Context: an optimization exercise on an open-source flow, tuned for small area. The choices shown serve that exercise and are no tape-out recipe. Where RTL was checked, it was by simulation tests only, not by an equivalence proof against the original. Only the layout flow was run in run 3; the RTL was not checked for function there. Power is estimated from default activity; no workload was simulated.

### flow/config.mk
export PLATFORM = sky130hd
export DESIGN_NAME = data_mem_responder
export DESIGN_NICKNAME = data_mem_responder
export VERILOG_FILES = /design/flow/design.v
export SDC_FILE = /design/flow/constraint.sdc
export NUM_CORES = 4
export LEC_CHECK = 0
export CAP_MARGIN = 20
export CORE_MARGIN = 2
export CORE_UTILIZATION = 40
export SLEW_MARGIN = 20
### flow/constraint.sdc
create_clock -name core_clock -period 10.0 [get_ports {clk}]
set_input_delay 2.0000 -clock core_clock [delete_from_list [all_inputs] [get_ports {clk}]]
set_output_delay 2.0000 -clock core_clock [all_outputs]
set_load 0.01 [all_outputs]
### flow/design.v
module data_mem_responder #(
   parameter int unsigned ADDR_BITS   = 5,
   parameter int unsigned WAIT_CYCLES = 2
) (
   input  logic        clk,
   input  logic        rst,
   input  logic        mem_read,
   input  logic        mem_write,
   input  logic [63:0] addr,
   input  logic [63:0] write_data,
   output logic [63:0] read_data,
   output logic        mem_ready,
   output logic        mem_err
);
   localparam int unsigned Words   = 1 << ADDR_BITS;
   localparam logic [3:0]  LastCnt = (WAIT_CYCLES == 0) ? 4'd0 : 4'(WAIT_CYCLES - 1);
   typedef enum logic [1:0] {StIdle, StBusy, StDone} state_e;
   state_e               state_q, state_d;
   logic [3:0]           cnt_q, cnt_d;
   logic [ADDR_BITS-1:0] idx_q;
   logic [63:0]          wdata_q;
   logic                 write_q, err_q;
   logic [63:0]          rdata_q, rdata_d;
   logic [63:0]          mem [Words];
   logic                 accept, enter_done;
   logic [ADDR_BITS-1:0] cur_idx;
   logic [63:0]          cur_wdata;
   logic                 cur_write, cur_err;
   logic unused_addr;
   assign unused_addr = ^addr[63:ADDR_BITS+3];
   always_comb begin
      accept = (state_q == StIdle) && (mem_read || mem_write);
      cur_idx   = accept ? addr[ADDR_BITS+2:3] : idx_q;
      cur_wdata = accept ? write_data : wdata_q;
      cur_write = accept ? mem_write : write_q;
      cur_err   = accept ? ((addr[2:0] != 3'b000) || (mem_read && mem_write)) : err_q;
      state_d = state_q;
      cnt_d   = cnt_q;
      unique case (state_q)
         StIdle: begin
            if (accept) begin
               cnt_d   = 4'd0;
               state_d = (WAIT_CYCLES == 0) ? StDone : StBusy;
            end
         end
         StBusy: begin
            cnt_d = cnt_q + 4'd1;
            if (cnt_q == LastCnt) state_d = StDone;
         end
         StDone:  state_d = StIdle;
         default: state_d = StIdle;
      endcase
      enter_done = (state_d == StDone) && (state_q != StDone);
      rdata_d    = (enter_done && !cur_write && !cur_err) ? mem[cur_idx] : 64'd0;
   end
   always_ff @(posedge clk or posedge rst) begin
      if (rst) begin
         state_q <= StIdle;
         cnt_q   <= 4'd0;
         idx_q   <= '0;
         wdata_q <= 64'd0;
         write_q <= 1'b0;
         err_q   <= 1'b0;
         rdata_q <= 64'd0;
      end else begin
         state_q <= state_d;
         cnt_q   <= cnt_d;
         rdata_q <= rdata_d;
         if (accept) begin
            idx_q   <= cur_idx;
            wdata_q <= cur_wdata;
            write_q <= cur_write;
            err_q   <= cur_err;
         end
      end
   end
   always_ff @(posedge clk) begin
      if (!rst && enter_done && cur_write && !cur_err) mem[cur_idx] <= cur_wdata;
   end
   assign mem_ready = (state_q == StDone);
   assign mem_err   = mem_ready & err_q;
   assign read_data = rdata_q;
endmodule
### flow/run.sh
#!/bin/bash
# synth_recipe.tcl (not shown) runs the flow's synth.tcl, then flattens the netlist and writes it again
# the make line also repeats each setting of config.mk as NAME=value (left out here)
make -C /OpenROAD-flow-scripts/flow DESIGN_CONFIG=/design/flow/config.mk WORK_HOME=/design/flow/orfs CLKGATE_MAP_FILE= SYNTH_SCRIPT=/design/flow/synth_recipe.tcl finish
==> results.py, run 1 <==
metrics = {
    "logic_synthesis": {
        "yosys.area.top_type": "edfxtp_1",
        "yosysWarningCount": 1,
        "ys_seq_area_share_pct": 76.4,
        "postSynth.asyncResetShare_pct": 6.44,
        "synth.top_cell.area_share_pct": 72.3,
        "synthFlopType": "edfxtp_1",
        "ys_ff_latch": 2189,
        "syn_area_per_cell_um2": 14.4,
        "syn_inst": 5924,
        "synthTopCellsByArea": "edfxtp_1 72%, nand2_1 5.2%, a211oi_1 5.0%",
        "syn_area_um2": 85100,
        "syn-num-nets": 6058,
        "yosysUniqueCellTypes": 43,
        "synth_edf_count": 2048,
    },
    "cells_and_area": {
        "final_cells": 8939,
        "final_nets": 6067,
        "n_fill_cell": 18400,
        "final_layout_size_suffix_gt1_share_pct": 7.86,
        "stdcell_area_um2": 96600,
        "syn_to_final_growth_pct": 13.5,
        "regArea_um2": 65000,
        "multi_input_area_um2": 18500,
    },
    "global_routing": {
        "antenna_found_initial": 7,
        "grt_pass1_wl_um": 364000,
        "grt_use_total_pct": 22.9,
        "grt_max_degree": 225,
        "grt_pass1_vias": 50800,
        "grt_overflow_total": 0,
    },
    "pwr": {
        "peakVddDrop_v": 0.000359,
        "pwr_density_cell_nw_per_um2": 305,
        "power_mw": 29.5,
        "p_leak_nw": 32.5,
    },
    "hold_path": {
        "hold_path_class": "reg -> reg",
        "holdPathEnd": "wdata_q[44]",
        "hold_start": "wdata_q[44]",
        "hold_depth": 2,
    },
    "route": {
        "vias": 53300,
        "viasPerCell": 5.96,
        "ant_nets": 0,
        "first_pass_iters": 6,
        "detail_route.wl_per_cell_um": 28.3,
        "drtIter0Drc": 6170,
        "drc": 0,
        "finalWirelength_um": 253000,
    },
    "sta": {
        "fin_worst_skew_ns": 0.0544,
        "setup_violations": 0,
        "max_slew_margin_pct": 18.5,
        "tns_ns": 0,
        "period_needed_ns": 6.78,
        "hold_viol_final": 0,
        "slew_viol_final": 0,
        "fmax_mhz": 147,
        "period_share_pct": 67.8,
        "fin_ws_ns": 3.22,
        "rsz0062_at_grt": "false",
        "worst_pin_slew_ns": 1.21,
    },
    "setup_path": {
        "setup.worst_path.class": "in -> reg",
        "rr_startpoint": "state_q[0]",
        "cp-start-kind": "input pin",
        "cp-end-kind": "flip-flop",
        "cp_max_fo": 140,
        "cp.required_ns": 10.65,
        "reg2regPathDepth": 10,
        "rr_endpoint": "rdata_q[3]",
        "r2r_slack_ns": 4.52,
        "critPathArrivalTime_ns": 7.43,
    },
    "clocking": {
        "cts_hold_buf": 0,
        "numCtsBuffers": 217,
        "cts_setup_buffers": 0,
        "clk_latency_ns": 0.87,
        "clockBufferDepth": 3,
        "cts_tree": "built",
        "cts.sinks": 2189,
        "root_buffer": "clkbuf_16",
        "htree_levels": 4,
        "ctsResizeCount": 0,
        "clk_pin_slew_ns": 0.06,
    },
    "floorplanning": {
        "start_util_pct": 40.2,
        "coreArea_um2": 212000,
        "dieArea_um2": 216000,
        "die_y_um": 465,
        "rows": 169,
        "die_x_um": 465,
        "ios": 198,
    },
    "place": {
        "placed_cell_area_um2": 89700,
        "post-place-cells": 8535,
        "place_hpwl_um": 120000,
        "io_buffers": 141,
        "place_ws_ns": 2.54,
        "gp_congestion": 0.762,
    },
    "flow_run": {
        "drv_cap": 0,
    },
    "outcome": {
        "status": "timing/DRC/antenna clean",
    },
}
[cells in the mapped netlist, drive strengths merged, types with 3 or more instances]
library cell / count
nor3: 9
buf: 173
o221ai: 44
a32oi: 3
o2111ai: 19
a31oi: 407
clkbuf: 303
o22ai: 126
mux2i: 4
and3: 571
edfxtp: 2048
nand3: 59
nor2: 36
o21ai: 131
nand2: 1170
nor4: 63
dfrtp: 141
a21oi: 21
inv: 7
a211oi: 571
[state kept, by name, summed over array words and instances (netlist names)]
register / count
state_q: 2
mem: 2048
cnt_q: 4
wdata_q: 64
rdata_q: 64
idx_q: 5
write_q: 1
err_q: 1
[through the flow]
step	util (%)	hold slack, ns
detailed placement	42.3	0.456
finish	45.6	0.465
global placement	42.3	0.452
global route	45.6	0.480
CTS	45.6	0.471
floorplan	-	0.439
[where the power goes]
group          internal [mW]  switching [mW]
clock network           4.34            3.50
registers               11.9          0.0646
logic                   2.39            7.27
total                   18.6            10.8
[critical path, cell delays in order]
cell	delay, ns
clkdlybuf4s50_1	0.46
or2_1	0.33
nand3_4	0.48
buf_4	0.81
buf_12	0.61
buf_4	0.94
and3_1	0.28
a211oi_1	0.05
a31oi_1	0.22
o22ai_1	0.11
nor4_1	1.04
[final cells by class]
class	count	area share (%)
inverter	8	0.0609
clock buffer	314	6.22
antenna	1	0.00259
tap	2821	3.66
clock inverter	89	0.863
multi-input combinational	3251	19.1
sequential	2189	67.4
timing repair buffer	266	2.72
[layer usage]
layer	track usage, %	vias to the layer above	wire, µm
met5	0	-	13
met1	32.3	27400	105000
met4	7.28	2	8000
met2	36.8	2483	120000
met3	3.20	428	20200
li1	-	23000	-
[worst max path at each step]
stage                     startpoint           to  cells past startpoint
after CTS                  mem_write   rdata_q[3]                     11
after detailed placement   mem_write   rdata_q[3]                     11
after global routing       mem_write  rdata_q[55]                     13
after floorplan             mem_read    mem[0][0]                      6
final                      mem_write   rdata_q[3]                     11
after global placement     mem_write   rdata_q[3]                     11
[kinds of logic after synthesis]
| group | after synthesis | synth area share (%) |
|---|---|---|
| flops | 2189 | 76.4 |
| compound gates | 1327 | 10.6 |
| mux | 4 | 0.0912 |
| buf+inv | 484 | 2.38 |
| fa+ha+maj | 2 | 0.0294 |
| simple gates | 1918 | 10.5 |
[cell usage in the layout (no fill, tap or decap), types with 22 or more instances in the layout]
cell,synthesis,layout
edfxtp_1,2048,2048
nand2_1,1169,1164
and3_1,571,571
a211oi_1,571,571
a31oi_1,407,407
clkbuf_16,0,217
dfrtp_1,141,141
clkdlybuf4s50_1,0,141
o22ai_1,126,126
o21ai_0,120,120
buf_4,7,103
clkbuf_1,303,76
nor4_1,63,62
nand3_1,59,50
o221ai_1,44,44
clkinv_1,0,39
nor2_4,1,33
clkinv_2,1,23
buf_12,0,22
==> inputs of run 2 (changes only) <==
==> flow/design.v (replaced) <==
module data_mem_responder #(
   parameter int unsigned ADDR_BITS   = 5,
   parameter int unsigned WAIT_CYCLES = 2
) (
   input  logic        clk,
   input  logic        rst,
   input  logic        mem_read,
   input  logic        mem_write,
   input  logic [63:0] addr,
   input  logic [63:0] write_data,
   output logic [63:0] read_data,
   output logic        mem_ready,
   output logic        mem_err
);
   localparam int unsigned Words = 1 << ADDR_BITS;
   logic [1:0]           st_q;
   logic                 idle, last_busy, done;
   logic [ADDR_BITS-1:0] idx_q;
   logic                 ld_q, sd_q;      
   logic [63:0]          wdata_q;
   logic [63:0]          mem [Words];
   logic                 addr_ok;
   logic unused_addr;
   assign unused_addr = ^addr[63:ADDR_BITS+3];
   assign idle      = (st_q == 2'd0);
   assign last_busy = (st_q == 2'd2);
   assign done      = (st_q == 2'd3);
   assign addr_ok   = (addr[2:0] == 3'b000);
   always_ff @(posedge clk or posedge rst) begin
      if (rst)                            st_q <= 2'd0;
      else if (!idle || mem_read || mem_write) st_q <= st_q + 2'd1;
   end
   always_ff @(posedge clk) begin
      if (idle) begin
         idx_q   <= addr[ADDR_BITS+2:3];
         ld_q    <= mem_read && !mem_write && addr_ok;
         sd_q    <= mem_write && !mem_read && addr_ok;
         wdata_q <= write_data;
      end
   end
   always_ff @(posedge clk) begin
      for (int w = 0; w < Words; w++)
         if (last_busy && sd_q && (idx_q == w)) mem[w] <= wdata_q;
   end
   logic [Words-1:0] rsel;
   always_comb
      for (int w = 0; w < Words; w++) rsel[w] = done && ld_q && (idx_q == w);
   for (genvar b = 0; b < 64; b++) begin : g_bit
      logic [Words-1:0] col;
      logic [9:0]       grp_n;
      for (genvar w = 0; w < Words; w++) begin : g_col
         assign col[w] = mem[w][b];
      end
      for (genvar g = 0; g < 10; g++) begin : g_grp
         dmr_aoi222 u_aoi (.s(rsel[3*g+:3]), .d(col[3*g+:3]), .y_n(grp_n[g]));
      end
      dmr_rd_or u_or (.g_n(grp_n), .s(rsel[31:30]), .d(col[31:30]), .y(read_data[b]));
   end
   assign mem_ready = done;
   assign mem_err   = done & ~ld_q & ~sd_q;
endmodule
module dmr_aoi222 (
   input  logic [2:0] s,
   input  logic [2:0] d,
   output logic       y_n
);
   assign y_n = ~|(s & d);
endmodule
module dmr_rd_or (
   input  logic [9:0] g_n,
   input  logic [1:0] s,
   input  logic [1:0] d,
   output logic       y
);
   assign y = ~&g_n | (|(s & d));
endmodule
==> flow/flow/run.sh (new file) <==
#!/bin/bash
# The standard layout (the standard.sh: unchanged synthesis, floorplan, power grid, placement,
# routing), with these choices passed to ORFS through its own variables:
#  - clock tree synthesis with clkbuf_8 clusters of at most 16 sinks and without dummy loads;
#  - input/output port buffers of the smallest buffer cell.
set -euo pipefail
export CTS_ARGS="-sink_clustering_enable -repair_clock_nets -dont_use_dummy_load -buf_list sky130_fd_sc_hd__clkbuf_8 -sink_clustering_size 16 -sink_clustering_max_diameter 50"
export BUFFER_PORTS_ARGS="-buffer_cell sky130_fd_sc_hd__buf_1"
bash standard.sh > standard.log 2>&1
==> flow/standard.sh (new file) <==
#!/bin/bash
# synth_recipe.tcl (not shown) runs the flow's synth.tcl, then flattens the netlist and writes it again
# the make line also repeats each setting of config.mk as NAME=value (left out here)
make -C /OpenROAD-flow-scripts/flow DESIGN_CONFIG=/design/flow/config.mk WORK_HOME=/design/flow/orfs CLKGATE_MAP_FILE= SYNTH_SCRIPT=/design/flow/synth_recipe.tcl "${@:-finish}"
--- a/flow/config.mk
+++ b/flow/config.mk
@@ -5,7 +5,11 @@
 export SDC_FILE = /design/flow/constraint.sdc
 export NUM_CORES = 4
 export LEC_CHECK = 0
+export ABC_AREA = 0
 export CAP_MARGIN = 20
 export CORE_MARGIN = 2
-export CORE_UTILIZATION = 40
+export CORE_UTILIZATION = 70
+export PLACE_DENSITY = 0.8
 export SLEW_MARGIN = 20
+export SYNTH_HIERARCHICAL = 1
+export SYNTH_MINIMUM_KEEP_SIZE = 0
removed: flow/run.sh
==> results.py, run 2 <==
metrics = {
    "flow_run": {
        "drv_cap": 0,
    },
    "cells_and_area": {
        "layout_commonest_cell": "edfxtp_1",
        "layout_common_cells": "2,119 x edfxtp_1, 640 x a222oi_1, 162 x clkbuf_8",
        "n_fill_cell": 5142,
        "final_cells": 4933,
        "regMostFlops": "mem",
        "final_layout_size_suffix_gt1_share_pct": 10.3,
        "largest_reg_flops": 2048,
        "syn_to_final_growth_pct": 7.55,
        "largest_registers": "mem x2048, wdata_q x64, idx_q x5",
        "final_nets": 3689,
    },
    "clocking": {
        "cts.sinks": 2121,
        "cts_tree": "built",
        "clk_latency_ns": 0.88,
        "clk_pin_slew_ns": 0.08,
        "cts_setup_buffers": 0,
        "htree_levels": 4,
        "cts_hold_buf": 0,
        "numCtsBuffers": 162,
        "clockBufferDepth": 3,
        "root_buffer": "clkbuf_8",
        "ctsResizeCount": 0,
    },
    "place": {
        "post-place-cells": 4769,
        "io_buffers": 141,
        "place_hpwl_um": 92800,
        "place_ws_ns": 4.08,
        "gp_congestion": 0.768,
    },
    "pwr": {
        "p_leak_nw": 23.5,
        "clockPowerShare_pct": 24.5,
        "peakVddDrop_v": 0.000299,
        "switchingPower_mw": 3.69,
        "swShare_pct": 23.0,
        "power.combinational.fraction_pct": 5.1,
        "pwr_density_cell_nw_per_um2": 204,
        "seq_power_share_pct": 70.4,
        "internal_power_mw": 12.3,
    },
    "logic_synthesis": {
        "synth.top_cell.area_share_pct": 87.2,
        "synth.most_common_cell": "edfxtp_1",
        "synthTopCellsByArea": "edfxtp_1 87%, a222oi_1 8.8%, nand4_1 1.1%",
        "synth_edf_count": 2119,
        "syn_area_um2": 73000,
        "yosysUniqueCellTypes": 21,
        "syn-num-nets": 3321,
        "postSynth.asyncResetShare_pct": 0.0943,
        "syn_area_per_cell_um2": 22.9,
        "yosysWarningCount": 8,
        "synthFlopType": "edfxtp_1",
        "ys_ff_latch": 2121,
        "yosys.area.top_type": "edfxtp_1",
        "syn_inst": 3186,
        "ys_top_cells_by_count": "2,119 x edfxtp_1, 640 x a222oi_1, 129 x nand4_1, 65 x or4_4",
        "ys_seq_area_share_pct": 87.3,
    },
    "route": {
        "first_pass_iters": 13,
        "vias": 39800,
        "finalWirelength_um": 191000,
        "ant_nets": 0,
        "drtIter0Drc": 9459,
        "drc": 0,
        "viasPerCell": 8.07,
        "detail_route.wl_per_cell_um": 38.7,
    },
    "setup_path": {
        "reg2regPathDepth": 5,
        "critPathArrivalTime_ns": 5.01,
        "cp.required_ns": 8.00,
        "cp-end-kind": "primary output",
        "cp_max_fo": 43,
        "cp-start-kind": "flip-flop",
        "setup.worst_path.class": "reg -> out",
    },
    "floorplanning": {
        "coreArea_um2": 103000,
        "die_y_um": 327,
        "ios": 198,
        "rows": 118,
        "dieArea_um2": 107000,
        "start_util_pct": 70.5,
        "die_x_um": 327,
    },
    "global_routing": {
        "grt_pass1_vias": 39600,
        "antenna_found_initial": 2,
        "grt_max_degree": 65,
        "grt_overflow_total": 0,
        "grt_pass1_wl_um": 269000,
        "grt_use_total_pct": 35.8,
    },
    "sta": {
        "tns_ns": 0,
        "setup_violations": 0,
        "period_share_pct": 70.1,
        "slew_viol_final": 0,
        "fin_worst_skew_ns": 0.0859,
        "rsz0062_at_grt": "false",
        "period_needed_ns": 7.01,
        "worst_pin_slew_ns": 1.27,
        "fin_ws_ns": 2.99,
        "hold_viol_final": 0,
        "fmax_mhz": 143,
        "max_slew_margin_pct": 15.1,
    },
    "hold_path": {
        "hold_path_class": "reg -> reg",
        "hold_depth": 1,
    },
    "outcome": {
        "status": "timing/DRC/antenna clean",
    },
}
[run 2: critical path, cell delays in order (launching register included)]
cell	delay (ns)
dfrtp_1	0.40
ha_1	0.25
nand3_2	0.72
nor2_4	1.13
buf_4	0.78
a222oi_1	0.23
nand4_1	0.22
or4_4	0.19
buf_1	0.17
[run 2: cell type report]
cell class / instances / area [µm²] / area share [%]
Antenna cell: 1 / 2.50 / 0.00319
Clock buffer: 162 / 2230 / 2.84
Inverter: 3 / 11.3 / 0.0143
Multi-Input combinational cell: 1054 / 9750 / 12.4
Sequential cell: 2121 / 63700 / 81.1
Tap cell: 1380 / 1730 / 2.20
Timing Repair Buffer: 212 / 1070 / 1.37
[run 2: final timing paths]
check                         from            end  slack, ns
min in group asynchronous      rst        st_q[0]       0.96
max reg2reg                st_q[0]    mem[28][47]       6.16
max in group asynchronous      rst        st_q[1]       8.92
min                        st_q[0]        st_q[0]       0.52
min reg2reg                st_q[0]        st_q[0]       0.52
max                        st_q[0]  read_data[50]       2.99
[run 2: cell families (layout without fill, tap and decap cells)]
| kind of cell | after synthesis | count (layout) | share of synthesized area (%) |
|---|---|---|---|
| buf+inv | 11 | 377 | 0.0566 |
| flops | 2121 | 2121 | 87.3 |
| fa+ha+maj | 3 | 3 | 0.0514 |
| simple gates | 345 | 345 | 3.05 |
| other cells | 0 | 1 | 0 |
| xor+xnor | 1 | 1 | 0.0120 |
| mux | 1 | 1 | 0.0154 |
| compound gates | 704 | 704 | 9.55 |
[run 2: Yosys stat by module (local to each module, per instance)]
| module | area (µm²) | cells |
|---|---|---|
| data_mem_responder | 64200 | 2226 |
| dmr_rd_or | 36.3 | 5 |
| dmr_aoi222 | 10.0 | 1 |
[run 2: through the flow]
stage / total power [mW] / cell area (µm²) / hold WS [ns] / util, %
CTS: 16.0 / 78500 / 0.511 / 75.8
floorplan: 11.6 / 73000 / 0.473 / -
global placement: 12.1 / 76200 / 0.489 / 73.7
finish: 16.0 / 78500 / 0.515 / 75.8
global route: 16.4 / 78500 / 0.556 / 75.8
detailed placement: 12.3 / 76200 / 0.501 / 73.7
[run 2: power by group through the flow]
stage	sequential [mW]	clock, mW	combinational, mW
3_3_place_gp	11.3	0	0.785
5_1_grt	11.4	4.19	0.838
2_1_floorplan	11.2	0	0.416
4_1_cts	11.3	3.91	0.802
3_5_place_dp	11.5	0	0.800
6_report	11.3	3.93	0.811
[run 2: metal layers]
metal	GRT usage (%)	part of all wire, %	vias up
met5	0	0.0068	-
met4	13.9	4.0	2
met3	10.5	17	612
met2	55.7	47	4158
met1	48.8	32	19500
li1	-	-	15600
==> inputs of run 3 (changes only) <==
--- a/flow/design.v
+++ b/flow/design.v
@@ -54,7 +54,7 @@
       for (genvar g = 0; g < 10; g++) begin : g_grp
          dmr_aoi222 u_aoi (.s(rsel[3*g+:3]), .d(col[3*g+:3]), .y_n(grp_n[g]));
       end
-      dmr_rd_or u_or (.g_n(grp_n), .s(rsel[31:30]), .d(col[31:30]), .y(read_data[b]));
+      assign read_data[b] = ~&grp_n | (|(rsel[31:30] & col[31:30]));
    end
    assign mem_ready = done;
    assign mem_err   = done & ~ld_q & ~sd_q;
@@ -66,11 +66,3 @@
 );
    assign y_n = ~|(s & d);
 endmodule
-module dmr_rd_or (
-   input  logic [9:0] g_n,
-   input  logic [1:0] s,
-   input  logic [1:0] d,
-   output logic       y
-);
-   assign y = ~&g_n | (|(s & d));
-endmodule
--- a/flow/config.mk
+++ b/flow/config.mk
@@ -8,8 +8,8 @@
 export ABC_AREA = 0
 export CAP_MARGIN = 20
 export CORE_MARGIN = 2
-export CORE_UTILIZATION = 70
-export PLACE_DENSITY = 0.8
+export CORE_UTILIZATION = 80
+export PLACE_DENSITY = 0.88
 export SLEW_MARGIN = 20
 export SYNTH_HIERARCHICAL = 1
 export SYNTH_MINIMUM_KEEP_SIZE = 0
==> results.py, run 3 <==
metrics = {
    "logic_synthesis": {
        "ys_ff_latch": 2121,
        "synthTopCellsByArea": "edfxtp_1 87%, a222oi_1 8.8%, nand4_1 1.1%",
        "syn_area_um2": 72800,
        "synthFlopType": "edfxtp_1",
        "syn_inst": 3202,
        "syn-num-nets": 3337,
        "postSynth.asyncResetShare_pct": 0.0943,
        "yosysUniqueCellTypes": 27,
        "syn_area_per_cell_um2": 22.7,
        "yosysWarningCount": 8,
        "synth.top_cell.area_share_pct": 87.4,
        "synth.most_common_cell": "edfxtp_1",
        "synth_edf_count": 2119,
        "ys_top_cells_by_count": "2,119 x edfxtp_1, 640 x a222oi_1, 130 x nand4_1, 73 x nand2_1",
        "yosys.area.top_type": "edfxtp_1",
        "ys_seq_area_share_pct": 87.4,
    },
    "sta": {
        "max_slew_margin_pct": 10.2,
        "period_needed_ns": 7.83,
        "tns_ns": 0,
        "hold_viol_final": 0,
        "fmax_mhz": 128,
        "worst_pin_slew_ns": 1.35,
        "fin_worst_skew_ns": 0.0638,
        "setup_violations": 0,
        "hold_slack_ns": 0.553,
        "slew_viol_final": 0,
        "rsz0062_at_grt": "false",
        "period_share_pct": 78.3,
    },
    "cells_and_area": {
        "syn_to_final_growth_pct": 7.21,
        "final_util_pct": 86.6,
        "final_nets": 3698,
        "stdcell_area_um2": 78100,
        "regMostFlops": "mem",
        "largest_registers": "mem x2048, wdata_q x64, idx_q x5",
        "largest_reg_flops": 2048,
        "final_cells": 4740,
        "layout_common_cells": "2,119 x edfxtp_1, 640 x a222oi_1, 154 x clkbuf_8",
        "layout_commonest_cell": "edfxtp_1",
        "final_layout_size_suffix_gt1_share_pct": 8.54,
    },
    "clocking": {
        "root_buffer": "clkbuf_8",
        "clk_latency_ns": 0.90,
        "numCtsBuffers": 154,
        "cts.sinks": 2121,
        "htree_levels": 4,
        "cts_setup_buffers": 0,
        "clk_pin_slew_ns": 0.09,
        "ctsResizeCount": 0,
        "cts_hold_buf": 0,
        "clockBufferDepth": 3,
        "cts_tree": "built",
    },
    "floorplanning": {
        "die_x_um": 306,
        "rows": 110,
        "coreArea_um2": 90100,
        "start_util_pct": 80.8,
        "dieArea_um2": 93500,
        "die_y_um": 306,
        "ios": 198,
    },
    "route": {
        "ant_nets": 0,
        "first_pass_iters": 14,
        "viasPerCell": 9.08,
        "top_layer": "met5",
        "finalWirelength_um": 213000,
        "drc": 0,
        "detail_route.wl_per_cell_um": 45.0,
        "dr_wl_met3_um": 45900,
        "drtIter0Drc": 14100,
        "drt-met1-wl_um": 57200,
        "vias": 43000,
        "met2_length_um": 94200,
    },
    "global_routing": {
        "grt_max_degree": 65,
        "grt_use_total_pct": 45.2,
        "antenna_found_initial": 4,
        "grt_pass1_wl_um": 293000,
        "grt_overflow_total": 0,
        "grt_pass1_vias": 43200,
    },
    "hold_path": {
        "hold_depth": 1,
        "hold_path_class": "reg -> reg",
        "holdPathEnd": "st_q[0]",
        "hold_start": "st_q[0]",
    },
    "setup_path": {
        "r2r_slack_ns": 5.88,
        "cp_max_fo": 40,
        "cp-start-kind": "flip-flop",
        "setup.worst_path.class": "reg -> out",
        "crit_path_max_incr_delay_ns": 1.36,
        "critPathArrivalTime_ns": 5.83,
        "critPathSlowestCell": "nor2_4",
        "reg2regPathDepth": 5,
        "worst-path-buf-inv": 2,
        "critPathTopFamily": "simple AND/OR/NAND/NOR gates",
        "cp.required_ns": 8.00,
        "crit_chain": "ha_1 > nand3_2 > nor2_4 > buf_4 > a222oi_1 > nand2_1 > or3_1 > a221o_1 > buf_1",
        "cp-end-kind": "primary output",
        "rr_endpoint": "mem[19][24]",
        "rr_startpoint": "st_q[0]",
    },
    "pwr": {
        "peakVddDrop_v": 0.000429,
        "p_leak_nw": 23.7,
        "pwr_density_cell_nw_per_um2": 206,
    },
    "place": {
        "placed_cell_area_um2": 75800,
        "gp_congestion": 0.785,
        "post-place-cells": 4575,
        "io_buffers": 141,
        "place_hpwl_um": 96600,
    },
    "outcome": {
        "status": "timing/DRC/antenna clean",
    },
    "flow_run": {
        "drv_cap": 0,
    },
}
## run 3: power by group
part,switching (mW),total [mW],internal (mW)
Clock,2.55,3.93,1.38
Combinational,0.649,0.882,0.233
Sequential,0.657,11.3,10.7
Total,3.86,16.1,12.3
## run 3: final cells by class
type                            count  area [µm²]
Timing Repair Buffer              221        1300
Tap cell                         1176        1470
Clock buffer                      154        2120
Antenna cell                        3        7.51
Fill cell                        3088       12100
Multi-Input combinational cell   1062        9510
Sequential cell                  2121       63700
Inverter                            3        11.3
## run 3: how the worst max path moves through the flow
stage / start / to / cells after the start
after floorplan: st_q[0] / read_data[0] / 8
after global routing: st_q[1] / read_data[7] / 9
after CTS: st_q[1] / read_data[7] / 9
final: st_q[0] / read_data[7] / 9
after global placement: st_q[0] / read_data[37] / 9
after detailed placement: st_q[1] / read_data[59] / 9
## run 3: logic make-up (layout without fill, tap and decap cells)
logic type	Yosys count	after routing	share of synthesized area [%]
AOI/OAI and AO/OA	704	704	9.67
xor gates and xnor gates	1	1	0.0120
adders and majority gates	3	3	0.0515
buffers and inverters	19	378	0.191
DFF	2121	2121	87.4
muxes	1	1	0.0155
other	0	3	0
and+or+nand+nor	353	353	2.64
## run 3: through the flow
step           total power [mW]  setup WS (ns)
2_1_floorplan              11.6           4.11
4_1_cts                    15.9           2.49
3_5_place_dp               12.3           3.59
5_1_grt                    16.4           2.32
3_3_place_gp               12.1           3.81
6_report                   16.1           2.17
## run 3: modules after synthesis, one instance, submodules excluded
module	times used	cells
data_mem_responder	1	2562
dmr_aoi222	640	1
## run 3: metal layers
metal | global-route usage, % | up-vias
met1 | 58.7 | 20000
met3 | 17.7 | 1339
met5 | 0.413 | -
met2 | 66.8 | 6137
li1 | - | 15600
met4 | 25.6 | 8
==> inputs of run 4 (changes only) <==
--- a/flow/design.v
+++ b/flow/design.v
@@ -38,23 +38,36 @@
          wdata_q <= write_data;
       end
    end
+   logic [Words-1:0] dec, wen, rsel;
+   logic             wr_phase, rd_phase;
+   assign wr_phase = last_busy & sd_q;
+   assign rd_phase = done & ld_q;
+   for (genvar w = 0; w < Words; w++) begin : g_dec
+      assign dec[w] = (idx_q == w);
+      dmr_and2 u_wen  (.a(wr_phase), .b(dec[w]), .y(wen[w]));
+      dmr_and2 u_rsel (.a(rd_phase), .b(dec[w]), .y(rsel[w]));
+   end
    always_ff @(posedge clk) begin
       for (int w = 0; w < Words; w++)
-         if (last_busy && sd_q && (idx_q == w)) mem[w] <= wdata_q;
+         if (wen[w]) mem[w] <= wdata_q;
    end
-   logic [Words-1:0] rsel;
-   always_comb
-      for (int w = 0; w < Words; w++) rsel[w] = done && ld_q && (idx_q == w);
    for (genvar b = 0; b < 64; b++) begin : g_bit
       logic [Words-1:0] col;
       logic [9:0]       grp_n;
+      logic             rest;
       for (genvar w = 0; w < Words; w++) begin : g_col
          assign col[w] = mem[w][b];
       end
       for (genvar g = 0; g < 10; g++) begin : g_grp
          dmr_aoi222 u_aoi (.s(rsel[3*g+:3]), .d(col[3*g+:3]), .y_n(grp_n[g]));
       end
-      assign read_data[b] = ~&grp_n | (|(rsel[31:30] & col[31:30]));
+      logic [1:0] part;    
+      logic       rest_n;  
+      dmr_nand4 u_p0 (.a(grp_n[3:0]), .y(part[0]));
+      dmr_nand4 u_p1 (.a(grp_n[7:4]), .y(part[1]));
+      dmr_nand2 u_p2 (.a(grp_n[9:8]), .y(rest_n));
+      dmr_a221o u_p3 (.s(rsel[31:30]), .d(col[31:30]), .c(rest_n), .y(rest));
+      dmr_or3   u_or (.a({part, rest}), .y(read_data[b]));
    end
    assign mem_ready = done;
    assign mem_err   = done & ~ld_q & ~sd_q;
@@ -66,3 +79,36 @@
 );
    assign y_n = ~|(s & d);
 endmodule
+module dmr_and2 (
+   input  logic a,
+   input  logic b,
+   output logic y
+);
+   assign y = a & b;
+endmodule
+module dmr_nand4 (
+   input  logic [3:0] a,
+   output logic       y
+);
+   assign y = ~&a;
+endmodule
+module dmr_nand2 (
+   input  logic [1:0] a,
+   output logic       y
+);
+   assign y = ~&a;
+endmodule
+module dmr_a221o (
+   input  logic [1:0] s,
+   input  logic [1:0] d,
+   input  logic       c,
+   output logic       y
+);
+   assign y = (|(s & d)) | c;
+endmodule
+module dmr_or3 (
+   input  logic [2:0] a,
+   output logic       y
+);
+   assign y = |a;
+endmodule
--- a/flow/config.mk
+++ b/flow/config.mk
@@ -8,8 +8,8 @@
 export ABC_AREA = 0
 export CAP_MARGIN = 20
 export CORE_MARGIN = 2
-export CORE_UTILIZATION = 80
-export PLACE_DENSITY = 0.88
+export CORE_UTILIZATION = 70
+export PLACE_DENSITY = 0.8
 export SLEW_MARGIN = 20
 export SYNTH_HIERARCHICAL = 1
 export SYNTH_MINIMUM_KEEP_SIZE = 0
==> results.py, run 4 <==
metrics = {
    "logic_synthesis": {
        "synthFlopType": "edfxtp_1",
        "synth.most_common_cell": "edfxtp_1",
        "yosys.area.top_type": "edfxtp_1",
        "synthTopCellsByArea": "edfxtp_1 87%, a222oi_1 8.8%, nand4_1 1.1%",
        "syn-num-nets": 3342,
        "yosysWarningCount": 8,
        "synth.top_cell.area_share_pct": 87.3,
        "synth_edf_count": 2119,
        "syn_area_um2": 72900,
        "yosysUniqueCellTypes": 20,
        "ys_top_cells_by_count": "2,119 x edfxtp_1, 640 x a222oi_1, 128 x nand4_1, 66 x and2_1, 66 x or3_1",
        "ys_ff_latch": 2121,
        "ys_seq_area_share_pct": 87.4,
        "syn_inst": 3207,
        "syn_area_per_cell_um2": 22.7,
        "postSynth.asyncResetShare_pct": 0.0943,
    },
    "global_routing": {
        "grt_pass1_vias": 40000,
        "grt_max_degree": 65,
        "antenna_found_initial": 4,
        "grt_pass1_wl_um": 270000,
        "grt_overflow_total": 0,
        "grt_use_total_pct": 36.1,
    },
    "sta": {
        "period_share_pct": 64.5,
        "hold_viol_final": 0,
        "max_slew_margin_pct": 13.0,
        "rsz0062_at_grt": "false",
        "tns_ns": 0,
        "worst_pin_slew_ns": 1.30,
        "setup_violations": 0,
        "period_needed_ns": 6.45,
        "fin_ws_ns": 3.55,
        "fmax_mhz": 155,
        "slew_viol_final": 0,
        "fin_worst_skew_ns": 0.0726,
    },
    "cells_and_area": {
        "regMostFlops": "mem",
        "layout_commonest_cell": "edfxtp_1",
        "final_layout_size_suffix_gt1_share_pct": 8.24,
        "final_nets": 3707,
        "regArea_um2": 63700,
        "n_fill_cell": 5266,
        "final_util_pct": 75.5,
        "layout_common_cells": "2,119 x edfxtp_1, 640 x a222oi_1, 159 x clkbuf_8",
        "multi_input_area_um2": 9370,
        "largest_reg_flops": 2048,
        "largest_registers": "mem x2048, wdata_q x64, idx_q x5",
        "syn_to_final_growth_pct": 7.10,
    },
    "clocking": {
        "clk_latency_ns": 0.89,
        "htree_levels": 4,
        "clk_pin_slew_ns": 0.09,
        "clockBufferDepth": 3,
        "numCtsBuffers": 159,
        "cts_tree": "built",
        "cts_setup_buffers": 0,
        "root_buffer": "clkbuf_8",
        "cts.sinks": 2121,
        "ctsResizeCount": 0,
        "cts_hold_buf": 0,
    },
    "place": {
        "place_ws_ns": 4.24,
        "gp_congestion": 0.779,
        "place_hpwl_um": 91200,
        "io_buffers": 141,
    },
    "hold_path": {
        "hold_path_class": "reg -> reg",
    },
    "route": {
        "first_pass_iters": 14,
        "ant_nets": 0,
        "viasPerCell": 8.09,
        "detail_route.wl_per_cell_um": 38.9,
        "drc": 0,
        "finalWirelength_um": 193000,
        "vias": 40100,
        "drtIter0Drc": 10400,
    },
    "floorplanning": {
        "rows": 118,
        "die_x_um": 327,
        "ios": 198,
        "die_y_um": 327,
        "start_util_pct": 70.5,
        "dieArea_um2": 107000,
        "coreArea_um2": 103000,
    },
    "setup_path": {
        "cp_max_fo": 35,
        "cp.required_ns": 8.00,
        "cp-end-kind": "primary output",
        "cp-start-kind": "flip-flop",
        "critPathArrivalTime_ns": 4.45,
        "setup.worst_path.class": "reg -> out",
    },
    "pwr": {
        "pwr_density_cell_nw_per_um2": 203,
        "peakVddDrop_v": 0.000253,
        "p_leak_nw": 23.8,
    },
    "flow_run": {
        "drv_cap": 0,
    },
    "outcome": {
        "status": "timing/DRC/antenna clean",
    },
}
[run 4: cell count changes after synthesis, moves of 5 or more]
cell / previous run / this run
and2_1: 0 / 66
buf_4: 6 / 0
buf_6: 6 / 0
nand2_1: 73 / 65
nand3_1: 6 / 1
nor2_1: 64 / 32
[run 4: path summary, 6_finish.rpt]
check / slack, ns / start / to / depth (start not counted)
setup / recovery: 3.55 / st_q[1] / read_data[35] / 9
hold / removal: 0.53 / st_q[0] / st_q[0] / 1
setup reg to reg: 6.80 / st_q[0] / mem[18][60] / 5
hold reg to reg: 0.53 / st_q[0] / st_q[0] / 1
max in group asynchronous: 8.92 / rst / st_q[1] / 2
min in group asynchronous: 0.96 / rst / st_q[0] / 2
[run 4: per-stage QoR]
step           instances  cell area (µm²)  hold slack [ns]  total power [mW]
6_report            4952            78100            0.527              15.8
5_1_grt             4951            78100            0.562              16.2
4_1_cts             4945            78000            0.536              15.8
3_5_place_dp        4786            75800            0.523              12.1
3_3_place_gp        4786            75800            0.487              12.0
2_1_floorplan       3207            72900            0.473              11.6
[run 4: cells by family after synthesis]
logic type / after synthesis / synth area share (%)
mux: 1 / 0.0154
compound gates: 704 / 9.67
simple gates: 371 / 2.87
flops: 2121 / 87.4
buf+inv: 6 / 0.0309
fa+ha+maj: 3 / 0.0515
xor+xnor: 1 / 0.0120
[run 4: final cells by class]
class	count	share of cell area (%)
antenna	2	0.00641
clock buffer	159	2.80
inverter	3	0.0144
multi-input combinational	1080	12.0
sequential	2121	81.6
tap	1380	2.21
timing repair buffer	207	1.40
[run 4: per-layer routing]
metal	wire length [µm]	GRT usage [%]
met4	8350	14.6
met5	70	0.311
met1	59200	48.3
met3	36300	13.2
met2	88600	55.0
[run 4: power breakdown]
part | internal (mW) | switching (mW) | leakage (nW)
Clock | 1.42 | 2.43 | 1.14
Combinational | 0.192 | 0.542 | 3.58
Sequential | 10.6 | 0.602 | 19.1
[run 4: worst max-delay path: stages, from the launching register on]
cell and delay [ns]:
dfrtp_1 0.40, ha_1 0.20, and2_2 0.57, and2_4 0.70, buf_4 0.60, a222oi_1 0.21
nand2_1 0.11, a221o_1 0.13, or3_1 0.30, buf_1 0.20
[run 4: Yosys stat by module, one instance, submodules excluded]
module	cells inside	copies in the design	area, µm²
data_mem_responder	2183	1	64000
dmr_a221o	1	64	10.0
dmr_and2	1	64	6.26
dmr_aoi222	1	640	10.0
dmr_nand2	1	64	3.75
dmr_nand4	1	128	6.26
dmr_or3	1	64	6.26
==> inputs of run 5 (changes only) <==
--- a/flow/config.mk
+++ b/flow/config.mk
@@ -10,6 +10,6 @@
 export CORE_MARGIN = 2
 export CORE_UTILIZATION = 70
 export PLACE_DENSITY = 0.8
-export SLEW_MARGIN = 20
+export SLEW_MARGIN = 0
 export SYNTH_HIERARCHICAL = 1
 export SYNTH_MINIMUM_KEEP_SIZE = 0
==> results.py, run 5 <==
metrics = {
    "logic_synthesis": {
        "synthTopCellsByArea": "edfxtp_1 87%, a222oi_1 8.8%, nand4_1 1.1%",
        "ys_ff_latch": 2121,
        "synth_edf_count": 2119,
        "syn-num-nets": 3342,
        "syn_area_um2": 72900,
        "yosysWarningCount": 8,
        "syn_area_per_cell_um2": 22.7,
        "synth.top_cell.area_share_pct": 87.3,
        "syn_inst": 3207,
        "synthFlopType": "edfxtp_1",
        "synth.most_common_cell": "edfxtp_1",
        "postSynth.asyncResetShare_pct": 0.0943,
        "ys_top_cells_by_count": "2,119 x edfxtp_1, 640 x a222oi_1, 128 x nand4_1, 66 x and2_1, 66 x or3_1",
        "ys_seq_area_share_pct": 87.4,
        "yosysUniqueCellTypes": 20,
        "yosys.area.top_type": "edfxtp_1",
    },
    "pwr": {
        "internal_power_mw": 12.3,
        "pwr_density_cell_nw_per_um2": 203,
        "swShare_pct": 22.6,
        "peakVddDrop_v": 0.000253,
        "clockPowerShare_pct": 24.3,
        "p_leak_nw": 23.9,
        "seq_power_share_pct": 70.9,
        "switchingPower_mw": 3.58,
        "power.combinational.fraction_pct": 4.7,
    },
    "sta": {
        "max_slew_margin_pct": 11.8,
        "slew_viol_final": 0,
        "fmax_mhz": 157,
        "hold_viol_final": 0,
        "tns_ns": 0,
        "rsz0062_at_grt": "false",
        "period_needed_ns": 6.37,
        "worst_pin_slew_ns": 1.32,
        "fin_worst_skew_ns": 0.0779,
        "period_share_pct": 63.7,
        "setup_violations": 0,
    },
    "route": {
        "vias": 40100,
        "drtIter0Drc": 10300,
        "ant_nets": 0,
        "finalWirelength_um": 193000,
        "detail_route.wl_per_cell_um": 38.9,
        "drc": 0,
        "viasPerCell": 8.10,
        "first_pass_iters": 12,
    },
    "flow_run": {
        "drv_cap": 0,
    },
    "clocking": {
        "clk_pin_slew_ns": 0.10,
        "clk_latency_ns": 0.88,
        "clockBufferDepth": 3,
        "numCtsBuffers": 159,
        "htree_levels": 4,
        "cts_setup_buffers": 0,
        "cts.sinks": 2121,
        "cts_hold_buf": 0,
        "cts_tree": "built",
        "root_buffer": "clkbuf_8",
        "ctsResizeCount": 0,
    },
    "setup_path": {
        "setup.worst_path.class": "reg -> out",
        "cp.required_ns": 8.00,
        "cp-start-kind": "flip-flop",
        "cp_max_fo": 35,
        "reg2regPathDepth": 6,
        "critPathArrivalTime_ns": 4.37,
        "cp-end-kind": "primary output",
    },
    "global_routing": {
        "grt_max_degree": 65,
        "grt_pass1_wl_um": 270000,
        "grt_overflow_total": 0,
        "antenna_found_initial": 4,
        "grt_use_total_pct": 36.1,
        "grt_pass1_vias": 40000,
    },
    "hold_path": {
        "hold_depth": 1,
        "hold_path_class": "reg -> reg",
    },
    "cells_and_area": {
        "syn_to_final_growth_pct": 7.23,
        "final_layout_size_suffix_gt1_share_pct": 8.26,
        "final_cells": 4955,
        "largest_reg_flops": 2048,
        "final_nets": 3710,
        "largest_registers": "mem x2048, wdata_q x64, idx_q x5",
        "layout_common_cells": "2,119 x edfxtp_1, 640 x a222oi_1, 159 x clkbuf_8",
        "regMostFlops": "mem",
        "layout_commonest_cell": "edfxtp_1",
        "n_fill_cell": 5261,
    },
    "place": {
        "gp_congestion": 0.779,
        "place_hpwl_um": 91200,
        "post-place-cells": 4786,
        "io_buffers": 141,
    },
    "floorplanning": {
        "rows": 118,
        "die_y_um": 327,
        "start_util_pct": 70.5,
        "dieArea_um2": 107000,
        "ios": 198,
        "coreArea_um2": 103000,
        "die_x_um": 327,
    },
    "outcome": {
        "status": "timing/DRC/antenna clean",
    },
}
[run 5: per-stage QoR]
stage	setup slack (ns)	total power, mW	hold slack, ns	utilization (%)	instance area [µm²]
final	3.63	15.9	0.528	75.6	78200
after global routing	3.53	16.2	0.562	75.6	78200
after CTS	3.26	15.8	0.536	75.4	78000
after detailed placement	4.24	12.1	0.523	73.3	75800
after global placement	4.43	12.0	0.487	73.3	75800
after floorplan	5.13	11.6	0.473	-	72900
[run 5: cell type report]
cell class	count	area, µm²	area share (%)
repair buffers	210	1190	1.52
well taps	1380	1730	2.21
multi-input cells	1080	9370	12.0
clock buffers	159	2190	2.80
inverters	3	11.3	0.0144
diodes	2	5.00	0.00640
flip-flops and latches	2121	63700	81.5
[run 5: critical path, cell delays in order, from the launching register on]
cell and delay [ns]:
dfrtp_1 0.42, ha_1 0.24, and2_1 0.25, buf_16 0.21, and2_4 0.36, buf_4 0.44
a222oi_1 0.41, nand2_1 0.10, a221o_1 0.28, or3_1 0.49, buf_1 0.18
[run 5: power by group through the flow]
stage / clock, mW / combinational, mW / sequential (mW)
6_report: 3.86 / 0.749 / 11.2
2_1_floorplan: 0 / 0.360 / 11.2
4_1_cts: 3.86 / 0.718 / 11.2
3_5_place_dp: 0 / 0.715 / 11.4
5_1_grt: 4.14 / 0.776 / 11.3
3_3_place_gp: 0 / 0.696 / 11.3
[run 5: metal layers]
metal | share of wire [%] | track usage, % | wire [µm] | vias to the layer above
met5 | 0.040 | 0.311 | 77 | -
met3 | 19 | 13.2 | 36200 | 634
met4 | 4.3 | 14.6 | 8260 | 6
met1 | 31 | 48.3 | 59300 | 19600
li1 | - | - | - | 15600
met2 | 46 | 55.0 | 88800 | 4281
[run 5: path summary, 6_finish.rpt]
kind / start / endpoint / slack, ns
max: st_q[0] / read_data[8] / 3.63
max in group asynchronous: rst / st_q[1] / 8.92
min in group asynchronous: rst / st_q[0] / 0.95
max reg2reg: st_q[0] / mem[26][8] / 6.92
min: st_q[0] / st_q[0] / 0.53
min reg2reg: st_q[0] / st_q[0] / 0.53
[run 5: cells by family (layout without fill, tap and decap cells)]
group | Yosys count | count (layout) | share of synthesized area (%)
flops | 2121 | 2121 | 87.4
compound gates | 704 | 704 | 9.67
simple gates | 371 | 371 | 2.87
buf+inv | 6 | 372 | 0.0309
fa+ha+maj | 3 | 3 | 0.0515
xor+xnor | 1 | 1 | 0.0120
mux | 1 | 1 | 0.0154
other cells | 0 | 2 | 0
[run 5: Yosys stat by module, one instance, submodules excluded]
module	area (µm²)	times used
data_mem_responder	64000	1
dmr_or3	6.26	64
dmr_nand2	3.75	64
dmr_nand4	6.26	128
dmr_aoi222	10.0	640
dmr_and2	6.26	64
dmr_a221o	10.0	64
==> inputs of run 6 (changes only) <==
==> flow/flow/run.sh (replaced) <==
#!/bin/bash
# The standard layout (the standard.sh: unchanged synthesis, floorplan, power grid, placement,
# routing), with these choices passed to ORFS through its own variables:
#  - clock tree synthesis with clkbuf_8 clusters of at most 16 sinks and without dummy loads;
#  - input/output port buffers of the smallest buffer cell.
set -euo pipefail
export CTS_ARGS="-sink_clustering_enable -repair_clock_nets -dont_use_dummy_load -buf_list sky130_fd_sc_hd__clkbuf_8 -sink_clustering_size 16 -sink_clustering_max_diameter 70"
export BUFFER_PORTS_ARGS="-buffer_cell sky130_fd_sc_hd__buf_1"
bash standard.sh > standard.log 2>&1
--- a/flow/config.mk
+++ b/flow/config.mk
@@ -9,7 +9,8 @@
 export CAP_MARGIN = 20
 export CORE_MARGIN = 2
 export CORE_UTILIZATION = 70
+export GPL_TIMING_DRIVEN = 0
 export PLACE_DENSITY = 0.8
-export SLEW_MARGIN = 0
+export SLEW_MARGIN = 20
 export SYNTH_HIERARCHICAL = 1
 export SYNTH_MINIMUM_KEEP_SIZE = 0
==> results.py, run 6 <==
metrics = {
    "sta": {
        "rsz0062_at_grt": "false",
        "max_slew_margin_pct": 29.8,
        "fmax_mhz": 161,
        "period_share_pct": 62.1,
        "period_needed_ns": 6.21,
        "hold_slack_ns": 0.517,
        "tns_ns": 0,
        "setup_violations": 0,
        "slew_viol_final": 0,
        "worst_pin_slew_ns": 1.05,
        "hold_viol_final": 0,
        "fin_worst_skew_ns": 0.0589,
    },
    "floorplanning": {
        "start_util_pct": 70.5,
        "rows": 118,
        "die_x_um": 327,
        "coreArea_um2": 103000,
        "die_y_um": 327,
        "ios": 198,
        "dieArea_um2": 107000,
    },
    "logic_synthesis": {
        "synth.top_cell.area_share_pct": 87.3,
        "syn_area_um2": 72900,
        "synthFlopType": "edfxtp_1",
        "yosysUniqueCellTypes": 20,
        "ys_top_cells_by_count": "2,119 x edfxtp_1, 640 x a222oi_1, 128 x nand4_1, 66 x and2_1, 66 x or3_1",
        "ys_seq_area_share_pct": 87.4,
        "syn_inst": 3207,
        "syn_area_per_cell_um2": 22.7,
        "syn-num-nets": 3342,
        "yosys.area.top_type": "edfxtp_1",
        "yosysWarningCount": 8,
        "synth_edf_count": 2119,
        "ys_ff_latch": 2121,
        "synthTopCellsByArea": "edfxtp_1 87%, a222oi_1 8.8%, nand4_1 1.1%",
        "postSynth.asyncResetShare_pct": 0.0943,
        "synth.most_common_cell": "edfxtp_1",
    },
    "place": {
        "gp_congestion": 0.733,
        "placed_cell_area_um2": 77500,
        "io_buffers": 141,
        "post-place-cells": 4827,
        "place_hpwl_um": 110000,
    },
    "route": {
        "viasPerCell": 8.23,
        "vias": 41000,
        "detail_route.wl_per_cell_um": 40.1,
        "ant_nets": 0,
        "first_pass_iters": 11,
        "drtIter0Drc": 10700,
        "finalWirelength_um": 200000,
        "drc": 0,
    },
    "clocking": {
        "cts_setup_buffers": 0,
        "clk_pin_slew_ns": 0.09,
        "cts.sinks": 2121,
        "cts_tree": "built",
        "htree_levels": 4,
        "ctsResizeCount": 0,
        "cts_hold_buf": 0,
        "clockBufferDepth": 3,
        "numCtsBuffers": 151,
        "clk_latency_ns": 0.92,
        "root_buffer": "clkbuf_8",
    },
    "global_routing": {
        "grt_busiest_layer": "met2",
        "grt_overflow_total": 0,
        "met2_usage_pct": 56.0,
        "grt_use_total_pct": 37.5,
        "grt_pass1_wl_um": 279000,
        "antenna_found_initial": 2,
        "met1_usage_pct": 51.3,
        "grt_pass1_vias": 41100,
        "grtUsageMet3_pct": 12.5,
        "grt_max_degree": 43,
    },
    "setup_path": {
        "cp.required_ns": 8.00,
        "critPathArrivalTime_ns": 4.21,
        "setup.worst_path.class": "reg -> out",
        "reg2regPathDepth": 5,
        "critPathSlowestCell": "and2_4",
        "cp-start-kind": "flip-flop",
        "cp_max_fo": 42,
        "crit_path_max_incr_delay_ns": 0.50,
        "cp-end-kind": "primary output",
        "crit_chain": "ha_1 > and2_2 > and2_4 > buf_12 > a222oi_1 > nand2_1 > a221o_1 > or3_1 > buf_1",
    },
    "cells_and_area": {
        "layout_common_cells": "2,119 x edfxtp_1, 640 x a222oi_1, 151 x clkbuf_8",
        "largest_registers": "mem x2048, wdata_q x64, idx_q x5",
        "syn_to_final_growth_pct": 9.23,
        "final_nets": 3735,
        "largest_reg_flops": 2048,
        "layout_commonest_cell": "edfxtp_1",
        "final_cells": 4979,
        "regMostFlops": "mem",
        "final_util_pct": 77.0,
        "stdcell_area_um2": 79600,
        "final_layout_size_suffix_gt1_share_pct": 8.87,
    },
    "hold_path": {
        "hold_depth": 1,
        "hold_path_class": "reg -> reg",
    },
    "pwr": {
        "p_leak_nw": 24.3,
        "pwr_density_cell_nw_per_um2": 199,
        "peakVddDrop_v": 0.000208,
    },
    "outcome": {
        "status": "timing/DRC/antenna clean",
    },
    "flow_run": {
        "drv_cap": 0,
    },
}
-- run 6: cell counts after synthesis --
No cell type changed its count.
-- run 6: power breakdown --
part	total [mW]	internal, mW	switching [mW]
Sequential	11.2	10.6	0.603
Clock	3.81	1.36	2.45
Combinational	0.800	0.235	0.565
Total	15.9	12.2	3.62
-- run 6: final timing paths --
| check | start | end | slack (ns) |
|---|---|---|---|
| setup / recovery | st_q[0] | read_data[59] | 3.79 |
| hold reg to reg | st_q[0] | st_q[0] | 0.52 |
| min in group asynchronous | rst | st_q[1] | 0.94 |
| max in group asynchronous | rst | st_q[0] | 8.95 |
| hold / removal | st_q[0] | st_q[0] | 0.52 |
| setup reg to reg | st_q[0] | mem[3][31] | 7.18 |
-- run 6: layer usage --
layer / part of all wire, % / vias to the layer above
met1: 31 / 19900
li1: - / 15700
met2: 45 / 4636
met5: 0 / -
met3: 19 / 810
met4: 5.0 / 0
-- run 6: final cells by class --
| cell class | count | area (µm²) |
|---|---|---|
| multi-input combinational | 1080 | 9370 |
| antenna | 1 | 2.50 |
| timing repair buffer | 240 | 2740 |
| fill | 5081 | 23700 |
| sequential | 2121 | 63700 |
| clock buffer | 151 | 2080 |
| inverter | 3 | 11.3 |
| buffer | 3 | 11.3 |
| tap | 1380 | 1730 |
-- run 6: cells by family (layout without fill, tap and decap cells) --
kind of cell    Yosys count  count (layout)  share of synthesized area (%)
flops                  2121            2121                           87.4
compound gates          704             704                           9.67
simple gates            371             371                           2.87
buf+inv                   6             397                         0.0309
fa+ha+maj                 3               3                         0.0515
xor+xnor                  1               1                         0.0120
mux                       1               1                         0.0154
other cells               0               1                              0
-- run 6: worst max-delay path, delay by kind of cell (launching register included) --
| family | cells | cell delay (ns) |
|---|---|---|
| compound gates | 2 | 0.72 |
| fa+ha+maj | 1 | 0.24 |
| simple gates | 4 | 1.42 |
| buf+inv | 2 | 0.47 |
| flops | 1 | 0.42 |
-- run 6: modules after synthesis, one instance, submodules excluded --
module	cell area, µm²	times used
data_mem_responder	64000	1
dmr_aoi222	10.0	640
dmr_nand2	3.75	64
dmr_and2	6.26	64
dmr_a221o	10.0	64
dmr_nand4	6.26	128
dmr_or3	6.26	64
-- run 6: metrics by stage --
stage / worst slack, ns / power, mW
floorplan: 5.13 / 11.6
global placement: 2.42 / 12.0
detailed placement: 4.51 / 12.2
CTS: 3.57 / 15.8
global route: 3.63 / 16.2
finish: 3.79 / 15.9
==> inputs of run 7 (changes only) <==
--- a/flow/config.mk
+++ b/flow/config.mk
@@ -9,8 +9,7 @@
 export CAP_MARGIN = 20
 export CORE_MARGIN = 2
 export CORE_UTILIZATION = 70
-export GPL_TIMING_DRIVEN = 0
-export PLACE_DENSITY = 0.8
+export PLACE_DENSITY = 0.9
 export SLEW_MARGIN = 20
 export SYNTH_HIERARCHICAL = 1
 export SYNTH_MINIMUM_KEEP_SIZE = 0
==> results.py, run 7 <==
metrics = {
    "logic_synthesis": {
        "synth_edf_count": 2119,
        "ys_seq_area_share_pct": 87.4,
        "yosysUniqueCellTypes": 20,
        "synthTopCellsByArea": "edfxtp_1 87%, a222oi_1 8.8%, nand4_1 1.1%",
        "synth.most_common_cell": "edfxtp_1",
        "syn_inst": 3207,
        "syn-num-nets": 3342,
        "synth.top_cell.area_share_pct": 87.3,
        "postSynth.asyncResetShare_pct": 0.0943,
        "ys_ff_latch": 2121,
        "yosysWarningCount": 8,
        "synthFlopType": "edfxtp_1",
        "syn_area_per_cell_um2": 22.7,
        "syn_area_um2": 72900,
        "yosys.area.top_type": "edfxtp_1",
        "ys_top_cells_by_count": "2,119 x edfxtp_1, 640 x a222oi_1, 128 x nand4_1, 66 x and2_1, 66 x or3_1",
    },
    "clocking": {
        "cts_hold_buf": 0,
        "numCtsBuffers": 152,
        "clk_pin_slew_ns": 0.09,
        "clk_latency_ns": 0.90,
        "root_buffer": "clkbuf_8",
        "cts_tree": "built",
        "clockBufferDepth": 3,
        "ctsResizeCount": 0,
        "htree_levels": 4,
        "cts_setup_buffers": 0,
        "cts.sinks": 2121,
    },
    "hold_path": {
        "hold_path_class": "reg -> reg",
    },
    "floorplanning": {
        "rows": 118,
        "die_y_um": 327,
        "start_util_pct": 70.5,
        "coreArea_um2": 103000,
        "die_x_um": 327,
        "dieArea_um2": 107000,
        "ios": 198,
    },
    "global_routing": {
        "grt_max_degree": 65,
        "grt_pass1_wl_um": 286000,
        "antenna_found_initial": 7,
        "grt_pass1_vias": 42100,
        "grt_overflow_total": 0,
        "grt_use_total_pct": 38.1,
    },
    "pwr": {
        "switchingPower_mw": 3.80,
        "clockPowerShare_pct": 24.5,
        "peakVddDrop_v": 0.000192,
        "power.combinational.fraction_pct": 4.8,
        "swShare_pct": 23.7,
        "pwr_density_cell_nw_per_um2": 205,
        "p_leak_nw": 23.8,
        "internal_power_mw": 12.2,
        "seq_power_share_pct": 70.7,
    },
    "setup_path": {
        "critPathCapture": "read_data[60]",
        "cp-end-kind": "primary output",
        "cp_max_fo": 34,
        "critPathArrivalTime_ns": 4.79,
        "cp.required_ns": 8.00,
        "rr_endpoint": "mem[3][55]",
        "cp-start-kind": "flip-flop",
        "rr_startpoint": "st_q[0]",
        "reg2regPathDepth": 5,
        "r2r_slack_ns": 6.68,
        "setup.worst_path.class": "reg -> out",
        "crit_start": "st_q[0]",
    },
    "cells_and_area": {
        "layout_commonest_cell": "edfxtp_1",
        "layout_common_cells": "2,119 x edfxtp_1, 640 x a222oi_1, 152 x clkbuf_8",
        "largest_registers": "mem x2048, wdata_q x64, idx_q x5",
        "regArea_um2": 63700,
        "regMostFlops": "mem",
        "final_cells": 4941,
        "largest_reg_flops": 2048,
        "syn_to_final_growth_pct": 7.09,
        "final_nets": 3696,
        "final_layout_size_suffix_gt1_share_pct": 7.95,
        "n_fill_cell": 4941,
        "multi_input_area_um2": 9370,
    },
    "outcome": {
        "status": "timing/DRC/antenna clean",
    },
    "route": {
        "drc": 0,
        "ant_nets": 0,
        "detail_route.wl_per_cell_um": 42.0,
        "drtIter0Drc": 13100,
        "first_pass_iters": 14,
        "vias": 42200,
        "finalWirelength_um": 208000,
        "viasPerCell": 8.55,
    },
    "sta": {
        "fin_worst_skew_ns": 0.0848,
        "period_needed_ns": 6.79,
        "tns_ns": 0,
        "setup_violations": 0,
        "hold_viol_final": 0,
        "slew_viol_final": 0,
        "fmax_mhz": 147,
        "worst_pin_slew_ns": 1.37,
        "rsz0062_at_grt": "false",
        "max_slew_margin_pct": 8.55,
        "period_share_pct": 67.9,
    },
    "flow_run": {
        "drv_cap": 0,
    },
    "place": {
        "io_buffers": 141,
        "place_hpwl_um": 95300,
        "post-place-cells": 4777,
        "gp_congestion": 0.785,
    },
}
-- run 7: cell counts after synthesis --
Identical to the previous run, type by type.
-- run 7: through the flow --
stage | setup WS [ns] | area (µm²) | utilization, % | power [mW] | hold slack [ns]
after global placement | 4.46 | 75700 | 73.3 | 12.0 | 0.494
after detailed placement | 4.26 | 75700 | 73.3 | 12.2 | 0.497
final | 3.21 | 78100 | 75.5 | 16.0 | 0.506
after global routing | 3.30 | 78100 | 75.5 | 16.3 | 0.533
after floorplan | 5.13 | 72900 | - | 11.6 | 0.473
after CTS | 3.28 | 77800 | 75.3 | 15.8 | 0.509
-- run 7: power groups by stage --
stage / logic, mW / clock network, mW / registers (mW)
2_1_floorplan: 0.360 / 0 / 11.2
6_report: 0.768 / 3.92 / 11.3
4_1_cts: 0.730 / 3.85 / 11.3
5_1_grt: 0.783 / 4.13 / 11.4
3_3_place_gp: 0.700 / 0 / 11.3
3_5_place_dp: 0.722 / 0 / 11.4
-- run 7: how the worst min path moves through the flow --
stage	start	end	slack (ns)	depth (start not counted)
2_1_floorplan	st_q[0]	st_q[0]	0.47	1
3_3_place_gp	st_q[0]	st_q[0]	0.49	1
3_5_place_dp	st_q[0]	st_q[0]	0.50	1
4_1_cts	st_q[0]	st_q[0]	0.51	1
5_1_grt	st_q[0]	st_q[0]	0.53	1
6_report	st_q[0]	st_q[0]	0.51	1
-- run 7: final cells by class --
cell class	count	share of cell area, %
multi-input combinational	1080	12.0
sequential	2121	81.6
timing repair buffer	203	1.51
antenna	2	0.00641
clock buffer	152	2.68
tap	1380	2.21
inverter	3	0.0144
-- run 7: critical path, cell delays in order (launching register included) --
cell      delay (ns)
dfrtp_1         0.41
ha_1            0.23
and2_2          0.40
and2_4          0.50
buf_4           0.39
a222oi_1        1.00
nand4_1         0.29
or3_1           0.45
buf_1           0.17
-- run 7: logic make-up (layout without fill, tap and decap cells) --
group | Yosys count | in the layout | share of synthesized area, %
AO/OA/AOI/OAI | 704 | 704 | 9.67
other | 0 | 2 | 0
flip-flops | 2121 | 2121 | 87.4
multiplexers | 1 | 1 | 0.0154
XOR/XNOR | 1 | 1 | 0.0120
AND/OR/NAND/NOR | 371 | 371 | 2.87
buffers and inverters | 6 | 358 | 0.0309
adder cells (fa/ha/maj) | 3 | 3 | 0.0515
-- run 7: per-layer routing --
metal,GRT usage (%),vias to the layer above,routed length [µm],share of wire (%)
met5,0,-,60,0.029
met4,21.0,10,14300,6.9
met3,13.8,1241,41200,20
met2,58.1,5653,94400,46
met1,48.3,19800,57600,28
li1,-,15600,-,-
-- run 7: per-module statistics from Yosys, one instance, submodules excluded --
module | copies in the design | flops+latches | cells
dmr_nand4 | 128 | 0 | 1
data_mem_responder | 1 | 2121 | 2183
dmr_a221o | 64 | 0 | 1
dmr_nand2 | 64 | 0 | 1
dmr_and2 | 64 | 0 | 1
dmr_aoi222 | 640 | 0 | 1
dmr_or3 | 64 | 0 | 1

separate check: timing with driven ports:
Ports are ideal in the flow. The routed layouts listed here were re-timed in OpenROAD.
Step 1: set_driving_cell puts a clkbuf_16 on clk and a buf_2 on each other input, an assumption about the parent block.
Step 2 times the ports against the registers' clock, not the clock port: input delays grow and output delays shrink by t, the midpoint of the rising clock arrivals with the driver on.
a / b / c = ideal / step 1 / step 2; a / b = the first two.
| run | t, ns | setup WS [ns] | worst setup path at the end | slew at the worst register clock pin (ns) | worst data-port slew with drivers (ns) |
|---|---|---|---|---|---|
| run 1 | 0.943 | 3.220 / 3.289 / 2.346 | input to register | 0.07 / 0.07 | 0.06 |
| run 2 | 0.911 | 2.991 / 2.926 / 3.837 | register to output | 0.10 / 0.10 | 0.05 |
| run 3 | 0.940 | 2.173 / 2.104 / 3.044 | register to output | 0.12 / 0.12 | 0.09 |
| run 4 | 0.924 | 3.551 / 3.478 / 4.402 | register to output | 0.10 / 0.10 | 0.04 |
| run 5 | 0.922 | 3.633 / 3.560 / 4.482 | register to output | 0.10 / 0.10 | 0.04 |
| run 6 | 0.946 | 3.791 / 3.723 / 4.669 | register to output | 0.10 / 0.10 | 0.05 |
| run 7 | 0.900 | 3.208 / 3.136 / 4.036 | register to output | 0.12 / 0.12 | 0.07 |
After both steps setup and hold are still met in every run listed. For run 1, which loses most, drivers alone change the setup slack by +0.069 ns; drivers and shift together by -0.874 ns.
